This design comes from an exercise in tuning for small area on the open sky130 flow, not from production work. Only simulation tests tie the RTL to the original design; equivalence was not proved. Power and IR drop assume default switching activity.

### flow/run.sh
#!/bin/bash
# The standard layout (standard.sh) with these changes:
#  1. Synthesis runs the standard flow's own script, synth_recipe.tcl, except that Yosys's
#     extract_fa is skipped and the final ABC mapping uses flow/area.abc
#     (area mapping under a 3.4 ns delay target) instead of ORFS's script.
#     Registers, their names and cell types are those of the standard synthesis.
#  2. Every port is buffered with the smallest buffer, sky130_fd_sc_hd__buf_1.
set -euo pipefail
W=$PWD
cat > "$W/own_synth.tcl" <<EOS
yosys -import
proc extract_fa {args} { puts "extract_fa skipped: ABC maps the adders" }
proc abc {args} {
  set i [lsearch -exact \$args -script]
  if { \$i >= 0 } {
    set args [lreplace \$args [expr {\$i + 1}] [expr {\$i + 1}] $W/flow/area.abc]
  }
  puts "abc \$args"
  yosys abc {*}\$args
}
source $W/synth_recipe.tcl
EOS
sed "s#SYNTH_SCRIPT=[^ ]*#SYNTH_SCRIPT=$W/own_synth.tcl#" standard.sh > own_standard.sh
grep -q "SYNTH_SCRIPT=$W/own_synth.tcl" own_standard.sh
export BUFFER_PORTS_ARGS="-buffer_cell sky130_fd_sc_hd__buf_1"
export CTS_ARGS="-sink_clustering_enable -repair_clock_nets -sink_clustering_size 30 -sink_clustering_max_diameter 80 -buf_list sky130_fd_sc_hd__clkbuf_16 -dont_use_dummy_load"
bash own_standard.sh > flow.log 2>&1
### flow/area.abc
strash
dc2
dch
map -D 3400
strash
dc2
dch
map -D 3400
buffer
upsize -D 3400
dnsize -D 3400
stime -p
### standard.sh
#!/bin/bash
# synth_recipe.tcl (not shown) runs the flow's synth.tcl, then flattens the netlist and writes it again
# the make line also repeats each setting of config.mk as NAME=value (left out here)
make -C /OpenROAD-flow-scripts/flow DESIGN_CONFIG=/design/flow/config.mk WORK_HOME=/design/flow/orfs CLKGATE_MAP_FILE= SYNTH_SCRIPT=/design/flow/synth_recipe.tcl "${@:-finish}"
### config.mk
export PLATFORM = sky130hd
export DESIGN_NAME = rx_adc_conditioner
export DESIGN_NICKNAME = rx_adc_conditioner
export VERILOG_FILES = /design/flow/design.v
export SDC_FILE = /design/flow/constraint.sdc
export NUM_CORES = 4
export LEC_CHECK = 0
export ABC_AREA = 1
export CAP_MARGIN = 20
export CORE_MARGIN = 2
export CORE_UTILIZATION = 55
export CTS_BUF_LIST = sky130_fd_sc_hd__clkbuf_16
export CTS_CLUSTER_DIAMETER = 80
export CTS_CLUSTER_SIZE = 30
export SLEW_MARGIN = 20
### constraint.sdc
create_clock -name core_clock -period 5.5 [get_ports {clock}]
set_input_delay 1.1000 -clock core_clock [delete_from_list [all_inputs] [get_ports {clock}]]
set_output_delay 1.1000 -clock core_clock [all_outputs]
set_load 0.01 [all_outputs]
### design.v
package rx_adc_conditioner_pkg;
    localparam int ADDR_W = 7;
    localparam int DATA_W = 32;
    localparam int ADC_W  = 12;
    localparam int SMP_W  = 16;
    localparam int NCH    = 4;
    localparam int DEF_ADDR_DC_OFFSET_CL_EN = 39;
    localparam int DEF_ADDR_ADC_OFFSET_0    = 10;
    localparam int DEF_ADDR_ADC_OFFSET_1    = 11;
    localparam int DEF_ADDR_ADC_OFFSET_2    = 12;
    localparam int DEF_ADDR_ADC_OFFSET_3    = 13;
    localparam int DEF_ADDR_RX_MUX          = 38;
    localparam int MUX_W           = 20;
    localparam int MUX_NUMCHAN_LSB = 0;
    localparam int MUX_NUMCHAN_W   = 3;
    localparam int MUX_REAL_BIT    = 3;
    localparam int MUX_DDC_LSB     = 4;
    localparam int MUX_DDC_W       = 4;
    function automatic logic [MUX_DDC_W-1:0] ddc_sel(
        input logic [MUX_W-1:0] mux,
        input int               n
    );
        ddc_sel = mux[MUX_DDC_LSB + MUX_DDC_W*n +: MUX_DDC_W];
    endfunction
endpackage
import rx_adc_conditioner_pkg::*;
module rx_setting_reg
#(
    parameter int ADDR  = 0,
    parameter int WIDTH = 32,
    parameter int LSB   = 0
) (
    input  logic              clock,
    input  logic              reset,
    input  logic [ADDR_W-1:0] serial_addr,
    input  logic [DATA_W-1:0] serial_data,
    input  logic              serial_strobe,
    output logic [WIDTH-1:0]  value
);
    logic hit;
    assign hit = serial_strobe && (serial_addr == ADDR_W'(ADDR));
    always_ff @(posedge clock) begin
        if (reset) begin
            value <= '0;
        end else if (hit) begin
            value <= serial_data[LSB +: WIDTH];
        end
    end
endmodule
import rx_adc_conditioner_pkg::*;
module rx_dc_corrector
(
    input  logic             clock,
    input  logic             reset,
    input  logic             en,
    input  logic             load,
    input  logic [SMP_W-1:0] preload,
    input  logic [ADC_W-1:0] adc,
    output logic [SMP_W-1:0] corr
);
    logic [15:0] lo, hm;
    logic        up, dn;
    logic        hs;
    logic [15:0] x;
    logic        rnd;
    assign x = {adc[ADC_W-1], adc, 3'b000};
    assign rnd = hs & (|lo);
    logic [3:0]  l0, l1;
    logic [1:0]  e0;
    assign e0 = up ? 2'd1 : dn ? 2'd3 : 2'd2;      
    assign l0 = {1'b0, ~hm[2:0]} + {2'b00, e0};
    assign l1 = {1'b0, ~hm[2:0]} + {2'b00, e0} - 4'd1;
    logic [3:0]  lsel;
    assign lsel = rnd ? l1 : l0;
    logic        t16;
    logic [12:0] corr_hi;
    rx_rca #(.W(13)) u_a1 (.a(x[15:3]), .b(~hm[15:3]), .cin(lsel[3]), .s(corr_hi), .cout(t16));
    assign corr = {corr_hi, lsel[2:0]};
    logic [15:0] cg, lo_n;
    logic        k16;
    assign cg = corr & {16{en}};
    rx_rca #(.W(16)) u_a2 (.a(lo), .b(cg), .cin(1'b0), .s(lo_n), .cout(k16));
    logic [16:0] m;
    logic [15:0] hm_n;
    assign m[0] = up | dn;
    for (genvar i = 0; i < 16; i++) begin : g_id
        assign m[i+1] = m[i] & (hm[i] ^ dn);
        assign hm_n[i] = hm[i] ^ m[i];
    end
    logic up_n, dn_n, hs_n;
    assign up_n = k16 & ~cg[15];
    assign dn_n = cg[15] & ~k16;
    logic hs_p, hs_z, hs_m;
    assign hs_p = hm_n[15];                            
    assign hs_z = hm_n[15] ^ (~|hm_n[14:0]);           
    assign hs_m = hm_n[15] ^ (~|hm_n[14:1]);           
    assign hs_n = up_n ? hs_p : dn_n ? hs_m : hs_z;
    logic set;
    assign set = load | reset;
    always_ff @(posedge clock) begin
        if (set) begin
            lo <= '0;
            hm <= preload;
            up <= 1'b1;
            dn <= 1'b0;
            hs <= preload[15];
        end else begin
            lo <= lo_n;
            hm <= hm_n;
            up <= up_n;
            dn <= dn_n;
            hs <= hs_n;
        end
    end
endmodule
module rx_rca
#(
    parameter int W = 16
) (
    input  logic [W-1:0] a,
    input  logic [W-1:0] b,
    input  logic         cin,
    output logic [W-1:0] s,
    output logic         cout
);
    logic [W-1:0] p, d;
    logic [W:0]   c;
    assign p = a ^ b;
    assign c[0] = cin;
    assign d[0] = cin;
    for (genvar i = 0; i < W; i++) begin : g_c
        assign c[i+1] = p[i] ? c[i] : a[i];
        if (i > 0) begin : g_d
            assign d[i] = ~(p[i-1] ? ~c[i-1] : ~a[i-1]);
        end
    end
    assign s = p ^ d;
    assign cout = c[W];
endmodule
import rx_adc_conditioner_pkg::*;
module rx_level_meter
(
    input  logic             clock,
    input  logic             clear,
    input  logic [ADC_W-1:0] adc,
    output logic [31:0]      rssi
);
    logic [20:0] level;
    logic [25:0] over;
    logic [10:0] mag;
    logic        flag;
    assign mag  = adc[ADC_W-1] ? ~adc[10:0] : adc[10:0];
    assign flag = &mag;
    assign rssi = {over[25:10], 5'd0, level[20:10]};
    logic [10:0] la, lb, lc, ls, lk;
    logic [10:0] lsum;
    assign la = level[10:0];
    assign lb = mag;
    assign lc = ~level[20:10];
    assign ls = la ^ lb ^ lc;
    assign lk = (la & lb) | (la & lc) | (lb & lc);
    logic [11:0] lx, ly;
    assign lx = {1'b0, ls};
    assign ly = {lk, 1'b0};
    logic lt11, lt12, lup, ldn;
    rx_rca #(.W(12)) u_la (.a(lx), .b(ly), .cin(1'b1), .s({lt11, lsum}), .cout(lt12));
    assign lup = lt12;                
    assign ldn = ~lt12 & ~lt11;       
    logic [9:0] lh, lh_n;
    logic [10:0] lci, lbi;
    assign lh = level[20:11];
    assign lci[0] = 1'b1;
    assign lbi[0] = 1'b1;
    for (genvar i = 0; i < 10; i++) begin : g_lid
        assign lci[i+1] = &lh[i:0];
        assign lbi[i+1] = ~|lh[i:0];
        assign lh_n[i] = lh[i] ^ ((lup & lci[i]) | (ldn & lbi[i]));
    end
    logic [15:0] osum;
    logic        ok16;
    rx_rca #(.W(16)) u_oa (.a(over[15:0]), .b(~over[25:10]), .cin(~flag), .s(osum), .cout(ok16));
    logic oup, odn;
    assign oup = ok16 & flag;
    assign odn = ~ok16 & ~flag;
    logic [9:0] oh, oh_n;
    logic [10:0] oci, obi;
    assign oh = over[25:16];
    assign oci[0] = 1'b1;
    assign obi[0] = 1'b1;
    for (genvar i = 0; i < 10; i++) begin : g_oid
        assign oci[i+1] = &oh[i:0];
        assign obi[i+1] = ~|oh[i:0];
        assign oh_n[i] = oh[i] ^ ((oup & oci[i]) | (odn & obi[i]));
    end
    always_ff @(posedge clock) begin
        if (clear) begin
            level <= '0;
            over  <= '0;
        end else begin
            level <= {lh_n, lsum};
            over  <= {oh_n, osum};
        end
    end
endmodule
import rx_adc_conditioner_pkg::*;
module rx_adc_conditioner
#(
    parameter int ADDR_DC_OFFSET_CL_EN = DEF_ADDR_DC_OFFSET_CL_EN,
    parameter int ADDR_ADC_OFFSET_0    = DEF_ADDR_ADC_OFFSET_0,
    parameter int ADDR_ADC_OFFSET_1    = DEF_ADDR_ADC_OFFSET_1,
    parameter int ADDR_ADC_OFFSET_2    = DEF_ADDR_ADC_OFFSET_2,
    parameter int ADDR_ADC_OFFSET_3    = DEF_ADDR_ADC_OFFSET_3,
    parameter int ADDR_RX_MUX          = DEF_ADDR_RX_MUX
) (
    input  logic              clock,
    input  logic              reset,
    input  logic              enable,
    input  logic [ADDR_W-1:0] serial_addr,
    input  logic [DATA_W-1:0] serial_data,
    input  logic              serial_strobe,
    input  logic [ADC_W-1:0]  rx_a_a,
    input  logic [ADC_W-1:0]  rx_b_a,
    input  logic [ADC_W-1:0]  rx_a_b,
    input  logic [ADC_W-1:0]  rx_b_b,
    output logic [31:0]       rssi_0,
    output logic [31:0]       rssi_1,
    output logic [31:0]       rssi_2,
    output logic [31:0]       rssi_3,
    output logic [SMP_W-1:0]  ddc0_in_i,
    output logic [SMP_W-1:0]  ddc0_in_q,
    output logic [SMP_W-1:0]  ddc1_in_i,
    output logic [SMP_W-1:0]  ddc1_in_q,
    output logic [SMP_W-1:0]  ddc2_in_i,
    output logic [SMP_W-1:0]  ddc2_in_q,
    output logic [SMP_W-1:0]  ddc3_in_i,
    output logic [SMP_W-1:0]  ddc3_in_q,
    output logic [3:0]        rx_numchan
);
    localparam int MQ_LSB = MUX_REAL_BIT;
    localparam int MQ_W   = MUX_W - MUX_REAL_BIT;
    logic [MUX_NUMCHAN_W-1:0]  numchan;
    logic [NCH-1:0]            dco_en;
    logic [NCH-1:0][ADC_W-1:0] adc;
    logic [NCH-1:0][SMP_W-1:0] corr;
    logic [NCH-1:0][SMP_W-1:0] corr_q;
    logic [NCH-1:0][31:0]      rssi;
    logic [MUX_W-1:0]          bus_q;
    logic                      mux_wr;
    logic [MQ_W-1:0]           mux_q;
    logic [NCH-1:0]            load;
    logic                      meter_clear;
    logic                      post_reset;
    assign meter_clear = reset || !enable || post_reset;
    rx_setting_reg #(.ADDR(ADDR_RX_MUX), .WIDTH(MUX_NUMCHAN_W), .LSB(MUX_NUMCHAN_LSB)) u_mux (
        .clock, .reset, .serial_addr, .serial_data, .serial_strobe,
        .value(numchan)
    );
    rx_setting_reg #(.ADDR(ADDR_DC_OFFSET_CL_EN), .WIDTH(NCH)) u_dco (
        .clock, .reset, .serial_addr, .serial_data, .serial_strobe,
        .value(dco_en)
    );
    always_ff @(posedge clock) begin
        bus_q <= serial_data[MUX_W-1:0];
    end
    always_ff @(posedge clock) begin
        if (reset) begin
            mux_wr <= 1'b0;
            load   <= '0;
        end else begin
            mux_wr  <= serial_strobe && (serial_addr == ADDR_W'(ADDR_RX_MUX));
            load[0] <= serial_strobe && (serial_addr == ADDR_W'(ADDR_ADC_OFFSET_0));
            load[1] <= serial_strobe && (serial_addr == ADDR_W'(ADDR_ADC_OFFSET_1));
            load[2] <= serial_strobe && (serial_addr == ADDR_W'(ADDR_ADC_OFFSET_2));
            load[3] <= serial_strobe && (serial_addr == ADDR_W'(ADDR_ADC_OFFSET_3));
        end
    end
    always_ff @(posedge clock) begin
        if (reset) begin
            mux_q <= '0;
        end else if (mux_wr) begin
            mux_q <= bus_q[MQ_LSB +: MQ_W];
        end
    end
    always_ff @(posedge clock) begin
        post_reset <= reset;
        adc[0] <= rx_a_a;
        adc[1] <= rx_b_a;
        adc[2] <= rx_a_b;
        adc[3] <= rx_b_b;
    end
    logic [SMP_W-1:0] preload;
    assign preload = reset ? '0 : bus_q[SMP_W-1:0];
    for (genvar n = 0; n < NCH; n++) begin : g_ch
        rx_dc_corrector u_dc (
            .clock, .reset, .en(dco_en[n]), .load(load[n]),
            .preload(preload), .adc(adc[n]), .corr(corr[n])
        );
        rx_level_meter u_lvl (
            .clock, .clear(meter_clear), .adc(adc[n]), .rssi(rssi[n])
        );
    end
    logic out_zero;
    always_ff @(posedge clock) begin
        corr_q   <= corr;
        out_zero <= reset || post_reset;
    end
    logic [NCH-1:0][SMP_W-1:0] ddc_i;
    logic [NCH-1:0][SMP_W-1:0] ddc_q;
    for (genvar d = 0; d < NCH; d++) begin : g_ddc
        logic [MUX_DDC_W-1:0] sel;
        logic [NCH-1:0]       oh_i, oh_q;
        assign sel = mux_q[MUX_DDC_LSB - MQ_LSB + MUX_DDC_W*d +: MUX_DDC_W];
        for (genvar k = 0; k < NCH; k++) begin : g_k
            assign oh_i[k] = !out_zero && (sel[1:0] == k);
            assign oh_q[k] = !out_zero && !mux_q[0] && (sel[3:2] == k);
        end
        assign ddc_i[d] = (corr_q[0] & {SMP_W{oh_i[0]}}) | (corr_q[1] & {SMP_W{oh_i[1]}})
                        | (corr_q[2] & {SMP_W{oh_i[2]}}) | (corr_q[3] & {SMP_W{oh_i[3]}});
        assign ddc_q[d] = (corr_q[0] & {SMP_W{oh_q[0]}}) | (corr_q[1] & {SMP_W{oh_q[1]}})
                        | (corr_q[2] & {SMP_W{oh_q[2]}}) | (corr_q[3] & {SMP_W{oh_q[3]}});
    end
    assign ddc0_in_i = ddc_i[0];
    assign ddc0_in_q = ddc_q[0];
    assign ddc1_in_i = ddc_i[1];
    assign ddc1_in_q = ddc_q[1];
    assign ddc2_in_i = ddc_i[2];
    assign ddc2_in_q = ddc_q[2];
    assign ddc3_in_i = ddc_i[3];
    assign ddc3_in_q = ddc_q[3];
    assign rssi_0 = rssi[0];
    assign rssi_1 = rssi[1];
    assign rssi_2 = rssi[2];
    assign rssi_3 = rssi[3];
    assign rx_numchan = {numchan, 1'b0};
endmodule
==> results of run 1 <==
==> flip-flops by register name (all words and copies together) (netlist names) <==
signal and flops:
post_reset 1, u_mux.value 3, adc 48, g_ch.u_dc.lo 64, g_ch.u_lvl.over 104, g_ch.u_dc.hm 64
corr_q 64, g_ch.u_lvl.level 84, mux_q 17, g_ch.u_dc.hs 4, g_ch.u_dc.dn 4, g_ch.u_dc.up 4
u_dco.value 4, load 4, out_zero 1, mux_wr 1, bus_q 20
==> cell type report <==
class	count	area [µm²]	share of cell area, %
inverters	478	1795	5.813
clock buffers	31	775.7	2.511
flip-flops and latches	491	9836	31.84
repair buffers	364	1543	4.995
well taps	680	850.8	2.754
multi-input cells	2949	16090	52.08
diodes	1	2.502	0.008101
==> path summary, 6_finish.rpt <==
kind | from | to | slack (ps) | cells after the start
setup / recovery | g_ch[1].u_dc.lo[9]$_SDFF_PP0_ | g_ch[1].u_dc.hs$_DFF_P_ | 590 | 35
hold / removal | bus_q[16]$_DFF_P_ | mux_q[13]$_SDFFE_PP0P_ | 450 | 2
setup reg to reg | g_ch[1].u_dc.lo[9]$_SDFF_PP0_ | g_ch[1].u_dc.hs$_DFF_P_ | 590 | 35
hold reg to reg | bus_q[16]$_DFF_P_ | mux_q[13]$_SDFFE_PP0P_ | 450 | 2
==> what timing repair did <==
action | 4_1_cts | 5_1_grt
buffers inserted | 0 | 0
setup endpoints to repair | 0 | 27
resized for setup | 0 | 13
==> placed cells by master (no fill, tap or decap), types with 15 or more instances in the layout <==
cell / count
a21o_1: 18
a21oi_1: 332
a22oi_1: 185
buf_1: 317
buf_4: 47
clkbuf_16: 31
conb_1: 21
dfxtp_1: 488
inv_1: 466
nand2_1: 751
nand2_2: 19
nand3_1: 148
nand4_1: 28
nor2_1: 376
nor3_1: 81
o21a_1: 15
o21ai_0: 253
o21ai_1: 50
o21ai_2: 23
o221ai_1: 35
o22ai_1: 64
or2_2: 77
xnor2_1: 81
xor2_1: 194
==> cells in the mapped netlist (23+ instances only) <==
| cell | number |
|---|---|
| xnor2_1 | 81 |
| buf_4 | 92 |
| a22oi_1 | 185 |
| nor2_1 | 377 |
| clkbuf_1 | 74 |
| o221ai_1 | 35 |
| o22ai_1 | 64 |
| o21ai_1 | 50 |
| nand2_1 | 751 |
| dfxtp_1 | 491 |
| xor2_1 | 195 |
| nor3_1 | 81 |
| o21ai_0 | 253 |
| nand3_1 | 149 |
| a21oi_1 | 332 |
| or2_2 | 77 |
| inv_1 | 467 |
| o21ai_2 | 23 |
| nand4_1 | 28 |
==> kinds of logic after synthesis <==
kind of cell / count (synthesis) / share of synthesized area (%)
AOI/OAI and AO/OA: 1068 / 22.80
DFF: 491 / 34.35
xor gates and xnor gates: 278 / 8.562
other: 1 / 0.01311
buffers and inverters: 654 / 9.944
adders and majority gates: 1 / 0.03498
and+or+nand+nor: 1579 / 24.22
muxes: 2 / 0.07870
==> power by group through the flow <==
stage | sequential (mW) | clock, mW | combinational [mW]
2_1_floorplan | 4.28 | 0 | 4.15
4_1_cts | 4.39 | 2.24 | 4.91
3_5_place_dp | 4.47 | 0 | 4.89
3_3_place_gp | 4.47 | 0 | 4.82
6_report | 4.42 | 2.19 | 4.90
5_1_grt | 4.46 | 2.35 | 5.63
==> metrics by stage <==
step                power [mW]  hold WS [ps]  instances  setup TNS (ps)  instance area [µm²]
floorplan                8.434         400.4       4094               0                28690
global placement         9.285         421.0       4962               0                30050
detailed placement       9.356         423.8       4962               0                30050
CTS                      11.54         441.9       4993               0                30820
global route             12.44         472.3       4993          -8.648                30890
finish                   11.50         446.4       4994               0                30890
==> metal layers <==
layer	routed length [µm]	up-vias	track usage, %
met4	2588	2	8.073
li1	-	14030	-
met1	38020	12400	42.12
met3	6278	150	5.219
met2	37170	915	48.94
met5	16	-	0
==> worst max-delay path: cells and delay by family (launching register included) <==
family,cells,cell delay [ps]
and+or+nand+nor,23,2640
AOI/OAI and AO/OA,11,1590
DFF,1,360
xor gates and xnor gates,1,250
==> impl_results.html, run 1 <==
<table>
<tr><th>Metric</th><th>Value</th></tr>
<tr><th colspan="2">Timing</th></tr>
<tr><td>Final Critical Period</td><td>4913 ps</td></tr>
<tr><td>Setup skew after layout</td><td>86.38 ps</td></tr>
<tr><td>Fmax</td><td>203.5 MHz</td></tr>
<tr><td>Post-route fraction of the period consumed by the critical path</td><td>89.33%</td></tr>
<tr><td>Setup violation total in the final timing report</td><td>0</td></tr>
<tr><td>Number of slew-limit violations in the final report</td><td>0</td></tr>
<tr><td>Final Hold Fails</td><td>0</td></tr>
<tr><td>Setup slack of the critical path after layout</td><td>586.9 ps</td></tr>
<tr><td>Worst-case headroom to the max-slew limit</td><td>32.86%</td></tr>
<tr><td>Worst Max-Slew Pin Slew</td><td>1006 ps</td></tr>
<tr><th colspan="2">Power</th></tr>
<tr><td>Internal cell power</td><td>6.624 mW</td></tr>
<tr><td>Static power due to leakage</td><td>12.81 nW</td></tr>
<tr><td>Power density over the cells</td><td>372.4 nW/µm²</td></tr>
<tr><td>Power dissipated by switching net loads</td><td>4.880 mW</td></tr>
<tr><td>Max rail drop VDD</td><td>0.4789 mV</td></tr>
<tr><td>Switching portion of total power</td><td>42.42%</td></tr>
<tr><td>Seq pwr share</td><td>38.4%</td></tr>
<tr><td>Portion of total power attributed to the clock network</td><td>19.0%</td></tr>
<tr><td>Logic pwr share</td><td>42.6%</td></tr>
<tr><th colspan="2">Final layout</th></tr>
<tr><td>Share of layout cells above drive strength 1</td><td>6.492%</td></tr>
<tr><td>Synth-to-layout area growth</td><td>7.950%</td></tr>
<tr><td>Util after Layout</td><td>60.09%</td></tr>
<tr><td>NumNets Final</td><td>4406</td></tr>
<tr><td>Number of inserted filler cells in the final layout</td><td>5043</td></tr>
<tr><th colspan="2">Synthesis</th></tr>
<tr><td>Number of distinct library cell variants in the gate-level netlist after synthesis</td><td>73</td></tr>
<tr><td>Netlist area before placement</td><td>28610 µm²</td></tr>
<tr><td>Post-synthesis sequential area ratio</td><td>34.35%</td></tr>
<tr><td>Count of state elements after synthesis</td><td>491</td></tr>
<tr><td>Count of warnings emitted by yosys</td><td>5</td></tr>
<tr><td>Post-synthesis cell count</td><td>4074</td></tr>
<tr><td>FFs w/ async S/R, synth</td><td>0%</td></tr>
<tr><td>Post-Syn Area per Cell</td><td>7.023 µm²</td></tr>
<tr><td>Primary FF master, synth</td><td>dfxtp_1</td></tr>
<tr><td>Largest cells by area after synthesis</td><td>dfxtp_1 34%, nand2_1 9.9%, inv_1 6.1%, xor2_1 6.0%, a21oi_1 5.8%</td></tr>
<tr><td>Cell type with the largest total area after synthesis</td><td>dfxtp_1</td></tr>
<tr><td>Area fraction of the dominant cell type after synthesis</td><td>34.35%</td></tr>
<tr><td>Number of enable flip-flop cells after synthesis</td><td>0</td></tr>
<tr><th colspan="2">Drt</th></tr>
<tr><td>DRC violation count after routing</td><td>0</td></tr>
<tr><td>Detailed-router iteration count before antenna repair</td><td>8</td></tr>
<tr><td>Via count</td><td>27490</td></tr>
<tr><td>Wire length per cell after detailed routing</td><td>16.83 µm</td></tr>
<tr><td>Post-DR vias/cell</td><td>5.505</td></tr>
<tr><td>Sum of routed wire length over all layers</td><td>84.07 mm</td></tr>
<tr><td>Antenna-violating nets left</td><td>0</td></tr>
<tr><td>First DRT Iteration DRCs</td><td>2458</td></tr>
<tr><th colspan="2">Place</th></tr>
<tr><td>Setup Slack @ Placement</td><td>402.9 ps</td></tr>
<tr><td>Number of buffer cells added on primary ports</td><td>317</td></tr>
<tr><td>Routability-driven placement congestion ratio</td><td>0.9895</td></tr>
<tr><td>Total half-perimeter wirelength after legalization and detailed placement</td><td>64.54 mm</td></tr>
<tr><th colspan="2">Floorplan</th></tr>
<tr><td>Vertical die dimension</td><td>232.1 µm</td></tr>
<tr><td>Total Die Area</td><td>53870 µm²</td></tr>
<tr><td>Die width</td><td>232.1 µm</td></tr>
<tr><td>Starting utilization of the core area</td><td>55.66%</td></tr>
<tr><td>Placeable Area</td><td>51410 µm²</td></tr>
<tr><td>Site row count</td><td>83</td></tr>
<tr><td>I/O pin total</td><td>351</td></tr>
<tr><th colspan="2">Global routing</th></tr>
<tr><td>Vias in the first global route</td><td>24670</td></tr>
<tr><td>Wire length of the first global-routing pass</td><td>131.6 mm</td></tr>
<tr><td>Antenna violations before repair</td><td>2</td></tr>
<tr><td>Pin count of the biggest net entering global routing</td><td>60</td></tr>
<tr><td>Aggregate global routing overflow</td><td>0</td></tr>
<tr><td>GRT Total Usage</td><td>30.44%</td></tr>
<tr><th colspan="2">Clock network</th></tr>
<tr><td>Number of levels in the clock H-tree</td><td>1</td></tr>
<tr><td>Clock buffers created by TritonCTS</td><td>31</td></tr>
<tr><td>Clock network latency to the later pin of the worst-skew pair</td><td>640 ps</td></tr>
<tr><td>Cts-stage hold buffer count</td><td>0</td></tr>
<tr><td>Clk buf depth</td><td>3</td></tr>
<tr><td>CTS tree</td><td>built</td></tr>
<tr><td>Clk sink count</td><td>491</td></tr>
<tr><td>Clock tree root driver cell</td><td>clkbuf_16</td></tr>
<tr><td>Clock transition at the registers of the reported paths</td><td>110 ps</td></tr>
<tr><th colspan="2">Critical path</th></tr>
<tr><td>Worst path most repeated cell</td><td>nand2_1</td></tr>
<tr><td>Critical path data arrival time</td><td>5420 ps</td></tr>
<tr><td>Worst Setup Start Kind</td><td>register</td></tr>
<tr><td>Endpoint type of the worst setup path</td><td>register</td></tr>
<tr><td>Longest individual stage delay on the worst path</td><td>400 ps</td></tr>
<tr><td>Library cell contributing the largest single delay on the critical path</td><td>nor4_2</td></tr>
<tr><td>Critical path data required time</td><td>6000 ps</td></tr>
<tr><td>Startpoint-to-endpoint class of the critical path</td><td>register to register</td></tr>
<tr><td>Max FO, Critical Path</td><td>4</td></tr>
<tr><th colspan="2">Flow run</th></tr>
<tr><td>Number of max-cap violations</td><td>0</td></tr>
<tr><th colspan="2">Min path</th></tr>
<tr><td>Path class of the lowest-slack min-delay path</td><td>register to register</td></tr>
<tr><th colspan="2">Outcome</th></tr>
<tr><td>Outcome</td><td>no timing/DRC/antenna violations</td></tr>
</table>
==> run 2, diff against run 1 <==
--- a/flow/area.abc
+++ b/flow/area.abc
@@ -1,4 +1,8 @@
 strash
+&get -n
+&fraig -x
+&put
+scorr
 dc2
 dch
 map -D 3400
==> run 2 against run 1 <==
Net effect: still clean; cell area fell by 0.40%; via count barely moved; core utilization fell by 0.12 points; wire length rose by 3.3%; die area fell by 0.33%; first-iteration DRC count fell by 9.6%; sequential cell count did not move; sequential share of layout area rose by 0.13 points.
==> impl_results.html, run 2 <==
<table>
<tr><th>Metric</th><th>Value</th></tr>
<tr><th colspan="2">Outcome</th></tr>
<tr><td>Outcome</td><td>no timing/DRC/antenna violations</td></tr>
<tr><th colspan="2">Critical path</th></tr>
<tr><td>Worst path most repeated cell</td><td>nor2_1</td></tr>
<tr><td>Max FO, Critical Path</td><td>13 (+9)</td></tr>
<tr><td>Critical path data arrival time</td><td>5490 ps (+70 ps)</td></tr>
<tr><td>Reg-to-reg critical path endpoint</td><td>g_ch[0].u_dc.hs$_DFF_P_</td></tr>
<tr><td>Setup crit start</td><td>g_ch[0].u_dc.dn$_SDFF_PN0_</td></tr>
<tr><td>Worst Setup Start Kind</td><td>register</td></tr>
<tr><td>Startpoint of the most critical register-to-register path</td><td>g_ch[0].u_dc.dn$_SDFF_PN0_</td></tr>
<tr><td>Library cell contributing the largest single delay on the critical path</td><td>dfxtp_1</td></tr>
<tr><td>Startpoint-to-endpoint class of the critical path</td><td>register to register</td></tr>
<tr><td>Number of cell instances on the worst register-to-register path</td><td>31 (-11%)</td></tr>
<tr><td>Endpoint type of the worst setup path</td><td>register</td></tr>
<tr><td>End point of the critical path</td><td>g_ch[0].u_dc.hs$_DFF_P_</td></tr>
<tr><td>Longest individual stage delay on the worst path</td><td>320 ps (-80 ps)</td></tr>
<tr><td>Critical path data required time</td><td>6060 ps (+60 ps)</td></tr>
<tr><td>Flop-to-flop setup slack</td><td>560 ps (-20 ps)</td></tr>
<tr><th colspan="2">Power</th></tr>
<tr><td>Power density over the cells</td><td>432.7 nW/µm² (+16%)</td></tr>
<tr><td>Static power due to leakage</td><td>12.58 nW (-1.7%)</td></tr>
<tr><td>Max rail drop VDD</td><td>0.8682 mV (+81%)</td></tr>
<tr><th colspan="2">Place</th></tr>
<tr><td>DP Cell Count</td><td>4895 (-1.4%)</td></tr>
<tr><td>Setup Slack @ Placement</td><td>364.4 ps (-38.45 ps)</td></tr>
<tr><td>Routability-driven placement congestion ratio</td><td>1.032 (+4.3%)</td></tr>
<tr><td>Total half-perimeter wirelength after legalization and detailed placement</td><td>65.48 mm (+1.5%)</td></tr>
<tr><td>Number of buffer cells added on primary ports</td><td>317 (unchanged)</td></tr>
<tr><th colspan="2">Timing</th></tr>
<tr><td>Fmax</td><td>202.6 MHz (-0.46%)</td></tr>
<tr><td>Setup skew after layout</td><td>44.01 ps (-42.36 ps)</td></tr>
<tr><td>Setup violation total in the final timing report</td><td>0 (unchanged)</td></tr>
<tr><td>Number of slew-limit violations in the final report</td><td>0 (unchanged)</td></tr>
<tr><td>Worst-case headroom to the max-slew limit</td><td>21.11% (-12 points)</td></tr>
<tr><td>Final sum of negative setup slack</td><td>0 ps (unchanged)</td></tr>
<tr><td>Post-route fraction of the period consumed by the critical path</td><td>89.75% (+0.42 points)</td></tr>
<tr><td>Worst Max-Slew Pin Slew</td><td>1174 ps (+168.6 ps)</td></tr>
<tr><td>Setup slack of the critical path after layout</td><td>564.0 ps (-22.94 ps)</td></tr>
<tr><td>Final Critical Period</td><td>4936 ps (+22.94 ps)</td></tr>
<tr><td>Final Hold Fails</td><td>0 (unchanged)</td></tr>
<tr><th colspan="2">Floorplan</th></tr>
<tr><td>Placeable Area</td><td>51300 µm² (-0.20%)</td></tr>
<tr><td>Total Die Area</td><td>53690 µm² (-0.33%)</td></tr>
<tr><td>I/O pin total</td><td>351 (unchanged)</td></tr>
<tr><td>Die width</td><td>231.7 µm (-0.17%)</td></tr>
<tr><td>Vertical die dimension</td><td>231.7 µm (-0.17%)</td></tr>
<tr><td>Site row count</td><td>83 (unchanged)</td></tr>
<tr><td>Starting utilization of the core area</td><td>55.59% (-0.075 points)</td></tr>
<tr><th colspan="2">Synthesis</th></tr>
<tr><td>Post-Syn Area per Cell</td><td>7.101 µm² (+1.1%)</td></tr>
<tr><td>Post-synth top cells</td><td>747 x nand2_1, 491 x dfxtp_1, 462 x inv_1, 385 x nor2_1, 296 x a21oi_1</td></tr>
<tr><td>Post-synthesis xor/xnor area fraction</td><td>9.442% (+0.88 points)</td></tr>
<tr><td>Post-synthesis sequential area ratio</td><td>34.47% (+0.12 points)</td></tr>
<tr><td>Number of distinct library cell variants in the gate-level netlist after synthesis</td><td>79 (+8.2%)</td></tr>
<tr><td>Post-synthesis cell count</td><td>4016 (-1.4%)</td></tr>
<tr><td>Netlist area before placement</td><td>28520 µm² (-0.34%)</td></tr>
<tr><td>Count of state elements after synthesis</td><td>491 (unchanged)</td></tr>
<tr><td>Cell type with the largest total area after synthesis</td><td>dfxtp_1</td></tr>
<tr><td>Primary FF master, synth</td><td>dfxtp_1</td></tr>
<tr><td>Count of warnings emitted by yosys</td><td>5 (unchanged)</td></tr>
<tr><td>Area fraction of the dominant cell type after synthesis</td><td>34.47% (+0.12 points)</td></tr>
<tr><td>FFs w/ async S/R, synth</td><td>0% (unchanged)</td></tr>
<tr><td>Largest family of logic cells by synthesized area</td><td>simple AND/OR/NAND/NOR gates</td></tr>
<tr><td>Most instantiated library cell after synthesis</td><td>nand2_1</td></tr>
<tr><td>Simple-gate share of the synthesized area</td><td>23.50% (-0.71 points)</td></tr>
<tr><td>Multiplexer area fraction after synthesis</td><td>0.07898% (+0.00027 points)</td></tr>
<tr><td>Arithmetic-cell share of the synthesized area counting full adders, half adders and majority gates</td><td>0% (-0.035 points)</td></tr>
<tr><td>Number of enable flip-flop cells after synthesis</td><td>0 (unchanged)</td></tr>
<tr><td>Largest cells by area after synthesis</td><td>dfxtp_1 34%, nand2_1 9.8%, xor2_1 6.5%, inv_1 6.1%, a21oi_1 5.2%</td></tr>
<tr><td>Fraction of the mapped netlist area in compound gates</td><td>22.50% (-0.30 points)</td></tr>
<tr><th colspan="2">Final layout</th></tr>
<tr><td>Number of inserted filler cells in the final layout</td><td>4989 (-1.1%)</td></tr>
<tr><td>Top flop regs</td><td>g_ch.u_lvl.over: 104 flops, g_ch.u_lvl.level: 84 flops</td></tr>
<tr><td>Flip-flop count of the largest register after layout</td><td>104 (unchanged)</td></tr>
<tr><td>NumNets Final</td><td>4340 (-1.5%)</td></tr>
<tr><td>Non-filler instance count after layout</td><td>4930 (-1.3%)</td></tr>
<tr><td>Share of layout cells above drive strength 1</td><td>5.463% (-1.0 points)</td></tr>
<tr><td>Highest-count cells in the layout ignoring fill and taps</td><td>747 x nand2_1, 489 x dfxtp_1, 461 x inv_1</td></tr>
<tr><td>Synth-to-layout area growth</td><td>7.884% (about the same)</td></tr>
<tr><td>Util after Layout</td><td>59.97% (-0.12 points)</td></tr>
<tr><td>Most common library cell in the layout ignoring fill and taps</td><td>nand2_1</td></tr>
<tr><td>Largest register by flop count</td><td>g_ch.u_lvl.over</td></tr>
<tr><th colspan="2">Clock network</th></tr>
<tr><td>Clk buf depth</td><td>3 (unchanged)</td></tr>
<tr><td>Clock network latency to the later pin of the worst-skew pair</td><td>620 ps (-20 ps)</td></tr>
<tr><td>Clock transition at the registers of the reported paths</td><td>100 ps (about the same)</td></tr>
<tr><td>Number of levels in the clock H-tree</td><td>1 (unchanged)</td></tr>
<tr><td>Clock buffers created by TritonCTS</td><td>31 (unchanged)</td></tr>
<tr><td>Clk sink count</td><td>491 (unchanged)</td></tr>
<tr><td>Clock tree root driver cell</td><td>clkbuf_16</td></tr>
<tr><td>Cts-stage hold buffer count</td><td>0 (unchanged)</td></tr>
<tr><td>CTS tree</td><td>built</td></tr>
<tr><th colspan="2">Min path</th></tr>
<tr><td>Path class of the lowest-slack min-delay path</td><td>register to register</td></tr>
<tr><th colspan="2">Drt</th></tr>
<tr><td>DRC violation count after routing</td><td>0 (unchanged)</td></tr>
<tr><td>Routed length on met1</td><td>38.72 mm (+1.8%)</td></tr>
<tr><td>Post-DR vias/cell</td><td>5.576 (+1.3%)</td></tr>
<tr><td>Met2 Wirelength</td><td>38.03 mm (+2.3%)</td></tr>
<tr><td>Wire length per cell after detailed routing</td><td>17.62 µm (+4.6%)</td></tr>
<tr><td>Met3 wire length</td><td>6.726 mm (+7.1%)</td></tr>
<tr><td>Antenna-violating nets left</td><td>0 (unchanged)</td></tr>
<tr><td>Sum of routed wire length over all layers</td><td>86.85 mm (+3.3%)</td></tr>
<tr><td>Via count</td><td>27490 (-0.022%)</td></tr>
<tr><td>First DRT Iteration DRCs</td><td>2222 (-9.6%)</td></tr>
<tr><td>Max Used Layer</td><td>met4</td></tr>
<tr><td>Detailed-router iteration count before antenna repair</td><td>7 (-1)</td></tr>
<tr><th colspan="2">Global routing</th></tr>
<tr><td>GRT Total Usage</td><td>30.98% (+0.55 points)</td></tr>
<tr><td>Aggregate global routing overflow</td><td>0 (unchanged)</td></tr>
<tr><td>Pin count of the biggest net entering global routing</td><td>72 (+20%)</td></tr>
<tr><td>Vias in the first global route</td><td>24490 (-0.73%)</td></tr>
<tr><td>Wire length of the first global-routing pass</td><td>132.5 mm (+0.66%)</td></tr>
<tr><td>Antenna violations before repair</td><td>1 (-1)</td></tr>
<tr><th colspan="2">Flow run</th></tr>
<tr><td>Number of max-cap violations</td><td>0 (unchanged)</td></tr>
</table>
run 2: cell count changes in the layout (fill, tap and decap cells not counted), sizes merged, moves of 19 or more:
cell / before / now
a21oi: 343 / 310
a22oi: 185 / 128
nand2: 771 / 751
nand3: 161 / 142
o21ai: 326 / 299
o221ai: 35 / 74
or2: 92 / 72
xor2: 197 / 216
run 2: cell families (layout without fill, tap and decap cells):
family / after synthesis / after routing
AND/OR/NAND/NOR: 1542 / 1542
flip-flops: 491 / 491
buffers and inverters: 653 / 864
other: 1 / 24
XOR/XNOR: 304 / 304
multiplexers: 2 / 2
AO/OA/AOI/OAI: 1023 / 1023
run 2: worst min-delay path by stage:
stage / slack, ps / cells past startpoint / endpoint / start
floorplan: 400 / 2 / out_zero$_DFF_P_ / post_reset$_DFF_P_
global placement: 430 / 2 / mux_q[13]$_SDFFE_PP0P_ / bus_q[16]$_DFF_P_
detailed placement: 430 / 2 / mux_q[13]$_SDFFE_PP0P_ / bus_q[16]$_DFF_P_
CTS: 400 / 2 / mux_q[13]$_SDFFE_PP0P_ / bus_q[16]$_DFF_P_
global route: 410 / 2 / mux_q[13]$_SDFFE_PP0P_ / bus_q[16]$_DFF_P_
finish: 410 / 2 / mux_q[13]$_SDFFE_PP0P_ / bus_q[16]$_DFF_P_
run 2: repair_timing:
action	in CTS	in global routing
resized for setup	0	14
setup endpoints to repair	0	16
buffers inserted	0	1
run 2: routing by layer:
metal  vias up  GRT usage [%]
li1      13860              -
met3       242          5.820
met2       959          48.38
met1     12430          42.76
met5         -              0
met4         0          10.82
run 2: final cells by class:
cell class / count / area, µm² / share of cell area, %
antenna: 3 / 7.507 / 0.02440
clock buffer: 31 / 775.7 / 2.521
inverter: 471 / 1769 / 5.751
multi-input combinational: 2892 / 15990 / 51.96
sequential: 491 / 9837 / 31.97
tap: 680 / 850.8 / 2.765
timing repair buffer: 362 / 1540 / 5.006
run 2: worst max-delay path: cells and delay by family, from the launching register on:
family | cells | cell delay (ps)
AO/OA/AOI/OAI | 7 | 1310
XOR/XNOR | 2 | 580
buffers and inverters | 2 | 320
AND/OR/NAND/NOR | 20 | 2320
flip-flops | 1 | 320
run 2: where the power goes:
part	total, mW	switching, mW	internal [mW]
sequential	4.64	0.629	4.01
clock	2.18	1.19	0.991
combinational	6.49	4.21	2.28
run 2: metrics by stage:
stage | power (mW) | cell area, µm² | hold slack, ps
final | 13.31 | 30770 | 408.8
after detailed placement | 11.15 | 29910 | 434.9
after global placement | 11.05 | 29910 | 427.7
after CTS | 13.34 | 30690 | 400.2
after floorplan | 10.01 | 28590 | 400.4
after global routing | 14.47 | 30760 | 411.8
==> run 3, diff against run 2 <==
--- a/design.v
+++ b/design.v
@@ -80,12 +80,14 @@
     logic        k16;
     assign cg = corr & {16{en}};
     rx_rca #(.W(16)) u_a2 (.a(lo), .b(cg), .cin(1'b0), .s(lo_n), .cout(k16));
-    logic [16:0] m;
+    logic [16:0] ci, bi;
     logic [15:0] hm_n;
-    assign m[0] = up | dn;
+    assign ci[0] = 1'b1;
+    assign bi[0] = 1'b1;
     for (genvar i = 0; i < 16; i++) begin : g_id
-        assign m[i+1] = m[i] & (hm[i] ^ dn);
-        assign hm_n[i] = hm[i] ^ m[i];
+        assign ci[i+1] = &hm[i:0];
+        assign bi[i+1] = ~|hm[i:0];
+        assign hm_n[i] = hm[i] ^ ((up & ci[i]) | (dn & bi[i]));
     end
     logic up_n, dn_n, hs_n;
     assign up_n = k16 & ~cg[15];
==> flow/run.sh (replaced) <==
#!/bin/bash
set -euo pipefail
W=$PWD
cat > "$W/own_synth.tcl" <<EOS
yosys -import
proc extract_fa {args} { puts "extract_fa skipped: ABC maps the adders" }
proc abc {args} {
  set i [lsearch -exact \$args -script]
  if { \$i >= 0 } {
    set args [lreplace \$args [expr {\$i + 1}] [expr {\$i + 1}] $W/flow/area.abc]
  }
  puts "abc \$args"
  yosys abc {*}\$args
}
source $W/synth_recipe.tcl
EOS
sed "s#SYNTH_SCRIPT=[^ ]*#SYNTH_SCRIPT=$W/own_synth.tcl#" standard.sh > own_standard.sh
grep -q "SYNTH_SCRIPT=$W/own_synth.tcl" own_standard.sh
export BUFFER_PORTS_ARGS="-buffer_cell sky130_fd_sc_hd__buf_1"
export CTS_ARGS="-sink_clustering_enable -repair_clock_nets -sink_clustering_size 30 -sink_clustering_max_diameter 60 -buf_list sky130_fd_sc_hd__clkbuf_16 -dont_use_dummy_load"
bash own_standard.sh > flow.log 2>&1
==> flow/area.abc (replaced) <==
strash
dc2
dch
map -D 3400
strash
dc2
dch
map -D 3400
buffer
upsize -D 3400
dnsize -D 3400
stime -p
--- a/config.mk
+++ b/config.mk
@@ -8,8 +8,8 @@
 export ABC_AREA = 1
 export CAP_MARGIN = 20
 export CORE_MARGIN = 2
-export CORE_UTILIZATION = 55
+export CORE_UTILIZATION = 45
 export CTS_BUF_LIST = sky130_fd_sc_hd__clkbuf_16
-export CTS_CLUSTER_DIAMETER = 80
+export CTS_CLUSTER_DIAMETER = 60
 export CTS_CLUSTER_SIZE = 30
 export SLEW_MARGIN = 20
==> run 3 against run 2 <==
Net effect: sequential share of layout area fell by 0.95 points; clock skew rose by 62 ps; worst setup slack better by 63 ps; fmax up 1.3%.
==> impl_results.html, run 3 <==
<table>
<tr><th>Metric</th><th>Value</th></tr>
<tr><th colspan="2">Outcome</th></tr>
<tr><td>Outcome</td><td>no timing/DRC/antenna violations</td></tr>
<tr><th colspan="2">Place</th></tr>
<tr><td>Routability-driven placement congestion ratio</td><td>1.003 (-2.8%)</td></tr>
<tr><td>DP Cell Count</td><td>5185 (+5.9%)</td></tr>
<tr><td>Total half-perimeter wirelength after legalization and detailed placement</td><td>69.63 mm (+6.3%)</td></tr>
<tr><td>Number of buffer cells added on primary ports</td><td>317 (unchanged)</td></tr>
<tr><td>Instance area at placement</td><td>30540 µm² (+2.1%)</td></tr>
<tr><th colspan="2">Final layout</th></tr>
<tr><td>Non-filler instance count after layout</td><td>5231 (+6.1%)</td></tr>
<tr><td>Most common library cell in the layout ignoring fill and taps</td><td>nand2_1</td></tr>
<tr><td>Flip-flop count of the largest register after layout</td><td>104 (unchanged)</td></tr>
<tr><td>NumNets Final</td><td>4477 (+3.2%)</td></tr>
<tr><td>Largest register by flop count</td><td>g_ch.u_lvl.over</td></tr>
<tr><td>Share of layout cells above drive strength 1</td><td>7.094% (+1.6 points)</td></tr>
<tr><td>Top flop regs</td><td>g_ch.u_lvl.over: 104 flops, g_ch.u_lvl.level: 84 flops</td></tr>
<tr><td>Final design instance area without fill</td><td>31680 µm² (+3.0%)</td></tr>
<tr><td>Number of inserted filler cells in the final layout</td><td>6483 (+30%)</td></tr>
<tr><td>Highest-count cells in the layout ignoring fill and taps</td><td>690 x nand2_1, 577 x inv_1, 490 x dfxtp_1</td></tr>
<tr><td>Util after Layout</td><td>50.05% (-9.9 points)</td></tr>
<tr><td>Synth-to-layout area growth</td><td>9.694%</td></tr>
<tr><th colspan="2">Floorplan</th></tr>
<tr><td>Placeable Area</td><td>63310 µm² (+23%)</td></tr>
<tr><td>Site row count</td><td>92 (+11%)</td></tr>
<tr><td>I/O pin total</td><td>351 (unchanged)</td></tr>
<tr><td>Total Die Area</td><td>66230 µm² (+23%)</td></tr>
<tr><td>Starting utilization of the core area</td><td>45.62% (-10 points)</td></tr>
<tr><td>Die width</td><td>257.4 µm (+11%)</td></tr>
<tr><td>Vertical die dimension</td><td>257.4 µm (+11%)</td></tr>
<tr><th colspan="2">Critical path</th></tr>
<tr><td>Flop-to-flop setup slack</td><td>630 ps (+60 ps)</td></tr>
<tr><td>Startpoint-to-endpoint class of the critical path</td><td>register to register</td></tr>
<tr><td>Critical path data arrival time</td><td>5350 ps (-140 ps)</td></tr>
<tr><td>Worst path most repeated cell</td><td>nor2_1</td></tr>
<tr><td>Startpoint of the most critical register-to-register path</td><td>g_ch[1].u_dc.lo[13]$_SDFF_PP0_</td></tr>
<tr><td>Crit path buffers/inverters</td><td>0 (-2)</td></tr>
<tr><td>Kind of cell with the highest combined delay on the critical path</td><td>simple AND/OR/NAND/NOR gates</td></tr>
<tr><td>Critical path data required time</td><td>5980 ps (-80 ps)</td></tr>
<tr><td>Library cell contributing the largest single delay on the critical path</td><td>nor2b_1</td></tr>
<tr><td>Endpoint type of the worst setup path</td><td>register</td></tr>
<tr><td>Number of cell instances on the worst register-to-register path</td><td>26 (-16%)</td></tr>
<tr><td>Longest individual stage delay on the worst path</td><td>510 ps (+190 ps)</td></tr>
<tr><td>Max FO, Critical Path</td><td>6 (-7)</td></tr>
<tr><td>Worst Setup Start Kind</td><td>register</td></tr>
<tr><td>Reg-to-reg critical path endpoint</td><td>g_ch[1].u_dc.hs$_DFF_P_</td></tr>
<tr><th colspan="2">Synthesis</th></tr>
<tr><td>Number of enable flip-flop cells after synthesis</td><td>0 (unchanged)</td></tr>
<tr><td>Post-synthesis cell count</td><td>4127 (+2.8%)</td></tr>
<tr><td>Most instantiated library cell after synthesis</td><td>nand2_1</td></tr>
<tr><td>FFs w/ async S/R, synth</td><td>0% (unchanged)</td></tr>
<tr><td>Largest cells by area after synthesis</td><td>dfxtp_1 34%, nand2_1 9.0%, inv_1 7.5%, o21ai_0 5.4%, a21oi_1 5.3%</td></tr>
<tr><td>Netlist area before placement</td><td>28880 µm² (+1.3%)</td></tr>
<tr><td>Post-synth top cells</td><td>690 x nand2_1, 578 x inv_1, 491 x dfxtp_1, 403 x nor2_1, 312 x o21ai_0</td></tr>
<tr><td>Area fraction of the dominant cell type after synthesis</td><td>34.03% (-0.44 points)</td></tr>
<tr><td>Post-synthesis sequential area ratio</td><td>34.03% (-0.44 points)</td></tr>
<tr><td>Post-Syn Area per Cell</td><td>6.999 µm² (-1.4%)</td></tr>
<tr><td>Count of warnings emitted by yosys</td><td>5 (unchanged)</td></tr>
<tr><td>Count of state elements after synthesis</td><td>491 (unchanged)</td></tr>
<tr><td>Number of distinct library cell variants in the gate-level netlist after synthesis</td><td>76 (-3.8%)</td></tr>
<tr><td>Cell type with the largest total area after synthesis</td><td>dfxtp_1</td></tr>
<tr><td>Primary FF master, synth</td><td>dfxtp_1</td></tr>
<tr><th colspan="2">Timing</th></tr>
<tr><td>Post-route fraction of the period consumed by the critical path</td><td>88.60% (-1.1 points)</td></tr>
<tr><td>Setup skew after layout</td><td>106.1 ps (+62.08 ps)</td></tr>
<tr><td>Worst Max-Slew Pin Slew</td><td>1159 ps (-15.45 ps)</td></tr>
<tr><td>Fmax</td><td>205.2 MHz (+1.3%)</td></tr>
<tr><td>Worst-case headroom to the max-slew limit</td><td>22.32% (+1.2 points)</td></tr>
<tr><td>Final Critical Period</td><td>4873 ps (-63.06 ps)</td></tr>
<tr><td>Number of slew-limit violations in the final report</td><td>0 (unchanged)</td></tr>
<tr><td>Final sum of negative setup slack</td><td>0 ps (unchanged)</td></tr>
<tr><td>Worst hold slack</td><td>435.0 ps (+26.19 ps)</td></tr>
<tr><td>RSZ-0062 raised after global routing</td><td>false</td></tr>
<tr><td>Setup violation total in the final timing report</td><td>0 (unchanged)</td></tr>
<tr><td>Final Hold Fails</td><td>0 (unchanged)</td></tr>
<tr><th colspan="2">Global routing</th></tr>
<tr><td>Antenna violations before repair</td><td>3 (+2)</td></tr>
<tr><td>GRT Total Usage</td><td>26.57% (-4.4 points)</td></tr>
<tr><td>Pin count of the biggest net entering global routing</td><td>85 (+18%)</td></tr>
<tr><td>Wire length of the first global-routing pass</td><td>140.0 mm (+5.7%)</td></tr>
<tr><td>Aggregate global routing overflow</td><td>0 (unchanged)</td></tr>
<tr><td>Vias in the first global route</td><td>25360 (+3.5%)</td></tr>
<tr><th colspan="2">Drt</th></tr>
<tr><td>First DRT Iteration DRCs</td><td>2432 (+9.5%)</td></tr>
<tr><td>Sum of routed wire length over all layers</td><td>91.49 mm (+5.3%)</td></tr>
<tr><td>Wire length per cell after detailed routing</td><td>17.49 µm (-0.71%)</td></tr>
<tr><td>Post-DR vias/cell</td><td>5.310 (-4.8%)</td></tr>
<tr><td>DRC violation count after routing</td><td>0 (unchanged)</td></tr>
<tr><td>Detailed-router iteration count before antenna repair</td><td>9 (+2)</td></tr>
<tr><td>Via count</td><td>27780 (+1.0%)</td></tr>
<tr><td>Antenna-violating nets left</td><td>0 (unchanged)</td></tr>
<tr><th colspan="2">Power</th></tr>
<tr><td>Max rail drop VDD</td><td>0.2866 mV (-67%)</td></tr>
<tr><td>Power density over the cells</td><td>385.5 nW/µm² (-11%)</td></tr>
<tr><td>Static power due to leakage</td><td>12.88 nW (+2.3%)</td></tr>
<tr><th colspan="2">Min path</th></tr>
<tr><td>Worst hold path startpoint</td><td>bus_q[19]$_DFF_P_</td></tr>
<tr><td>Hold-critical path endpoint</td><td>mux_q[16]$_SDFFE_PP0P_</td></tr>
<tr><td>Number of cells on the worst hold path</td><td>2 (unchanged)</td></tr>
<tr><td>Path class of the lowest-slack min-delay path</td><td>register to register</td></tr>
<tr><th colspan="2">Clock network</th></tr>
<tr><td>Clock tree root driver cell</td><td>clkbuf_16</td></tr>
<tr><td>CTS tree</td><td>built</td></tr>
<tr><td>Number of levels in the clock H-tree</td><td>2 (+1)</td></tr>
<tr><td>PostCTS Resize Cnt</td><td>0 (unchanged)</td></tr>
<tr><td>Clk sink count</td><td>491 (unchanged)</td></tr>
<tr><td>Clk buf depth</td><td>3 (unchanged)</td></tr>
<tr><td>Clock buffers created by TritonCTS</td><td>45 (+45%)</td></tr>
<tr><td>Clock transition at the registers of the reported paths</td><td>80 ps (-20 ps)</td></tr>
<tr><td>Clock network latency to the later pin of the worst-skew pair</td><td>620 ps (about the same)</td></tr>
<tr><td>Post CTS Setup Buffer Count</td><td>0 (unchanged)</td></tr>
<tr><td>Cts-stage hold buffer count</td><td>0 (unchanged)</td></tr>
<tr><th colspan="2">Flow run</th></tr>
<tr><td>Number of max-cap violations</td><td>0 (unchanged)</td></tr>
</table>
==> run 3: cell count changes after synthesis, moves of 20 or more <==
cell,delta
inv_1,+116
o21ai_0,+66
xor2_1,-60
nand2_1,-57
a22oi_1,+48
nand3_1,-25
nand2_2,+20
o21ai_2,+20
==> run 3: kinds of logic (layout without fill, tap and decap cells) <==
group,Yosys count,count (layout),share of synthesized area (%)
mux,1,1,0.03898
other cells,1,22,0.01298
xor+xnor,243,243,7.576
fa+ha+maj,1,1,0.03466
flops,491,491,34.03
simple gates,1509,1509,23.06
buf+inv,758,995,11.25
compound gates,1123,1123,24.00
==> run 3: worst max path at each step <==
stage,endpoint,slack (ps),cells after the start,startpoint
2_1_floorplan,g_ch[1].u_lvl.over[24]$_SDFF_PP0_,1440,33,adc[23]$_DFF_P_
3_5_place_dp,g_ch[2].u_lvl.over[25]$_SDFF_PP0_,410,34,adc[35]$_DFF_P_
6_report,g_ch[1].u_dc.hs$_DFF_P_,630,26,g_ch[1].u_dc.lo[13]$_SDFF_PP0_
5_1_grt,g_ch[3].u_lvl.over[25]$_SDFF_PP0_,9,35,adc[47]$_DFF_P_
3_3_place_gp,g_ch[2].u_lvl.over[25]$_SDFF_PP0_,540,34,adc[35]$_DFF_P_
4_1_cts,g_ch[2].u_lvl.over[25]$_SDFF_PP0_,380,34,adc[35]$_DFF_P_
==> run 3: where the power goes <==
group	total (mW)	leakage, nW	internal (mW)	switching (mW)
combinational	5.05	8.30	1.78	3.27
sequential	4.40	4.02	3.92	0.486
clock	2.76	0.555	1.43	1.33
total	12.2	12.9	7.13	5.08
==> run 3: metal layers <==
| layer | GRT usage, % | part of all wire (%) | up-vias |
|---|---|---|---|
| li1 | - | - | 14200 |
| met1 | 35.27 | 44 | 12470 |
| met2 | 43.19 | 45 | 892 |
| met3 | 5.181 | 7.1 | 204 |
| met4 | 8.815 | 3.5 | 4 |
| met5 | 0 | 0.025 | - |
==> run 3: stage by stage <==
stage                     power (mW)  setup WS (ps)
after detailed placement       9.492          411.8
after CTS                      12.28          384.6
after global routing           13.18          9.207
after floorplan                8.503           1440
final                          12.21          627.1
after global placement         9.405          536.0
==> run 3: tightest hold or removal path: cells and delay by family (launching register included) <==
| kind | cells | cell delay [ps] |
|---|---|---|
| flip-flops | 1 | 300 |
| AO/OA/AOI/OAI | 1 | 50 |
| buffers and inverters | 1 | 40 |
==> run 3: layout make-up <==
| type | count | area (µm²) | area share [%] |
|---|---|---|---|
| flip-flops and latches | 491 | 9831 | 31.03 |
| inverters | 588 | 2208 | 6.970 |
| multi-input cells | 2898 | 15920 | 50.24 |
| clock buffers | 45 | 1126 | 3.554 |
| diodes | 1 | 2.502 | 0.007898 |
| well taps | 846 | 1059 | 3.341 |
| repair buffers | 362 | 1540 | 4.861 |

static timing again, ports no longer ideal:
How much do the figures lean on ideal ports? The routed layouts below were timed once more, with nothing changed but the port constraints.
Step 1: set_driving_cell puts a clkbuf_16 on clock and a buf_2 on each other input, an assumption about the parent block.
Step 2 adds t to the input delays and takes it off the output delays; t is the mean of the earliest and latest rising clock arrival at the registers after step 1. Input paths then give back, and output paths get back, about the clock's delay inside the block.
a / b / c = ideal ports / drivers / drivers and shift; a / b = the first two.
run	t (ns)	slack for setup (ns)	worst setup path at the end	worst data-port slew with drivers (ns)	pins driven straight from the clock port
run 1	0.649	0.587 / 0.587 / 0.587	register to register	0.11	1
run 2	0.665	0.564 / 0.564 / 0.564	register to register	0.09	1
run 3	0.632	0.627 / 0.627 / 0.627	register to register	0.09	1
After both steps every run listed still meets setup and hold.
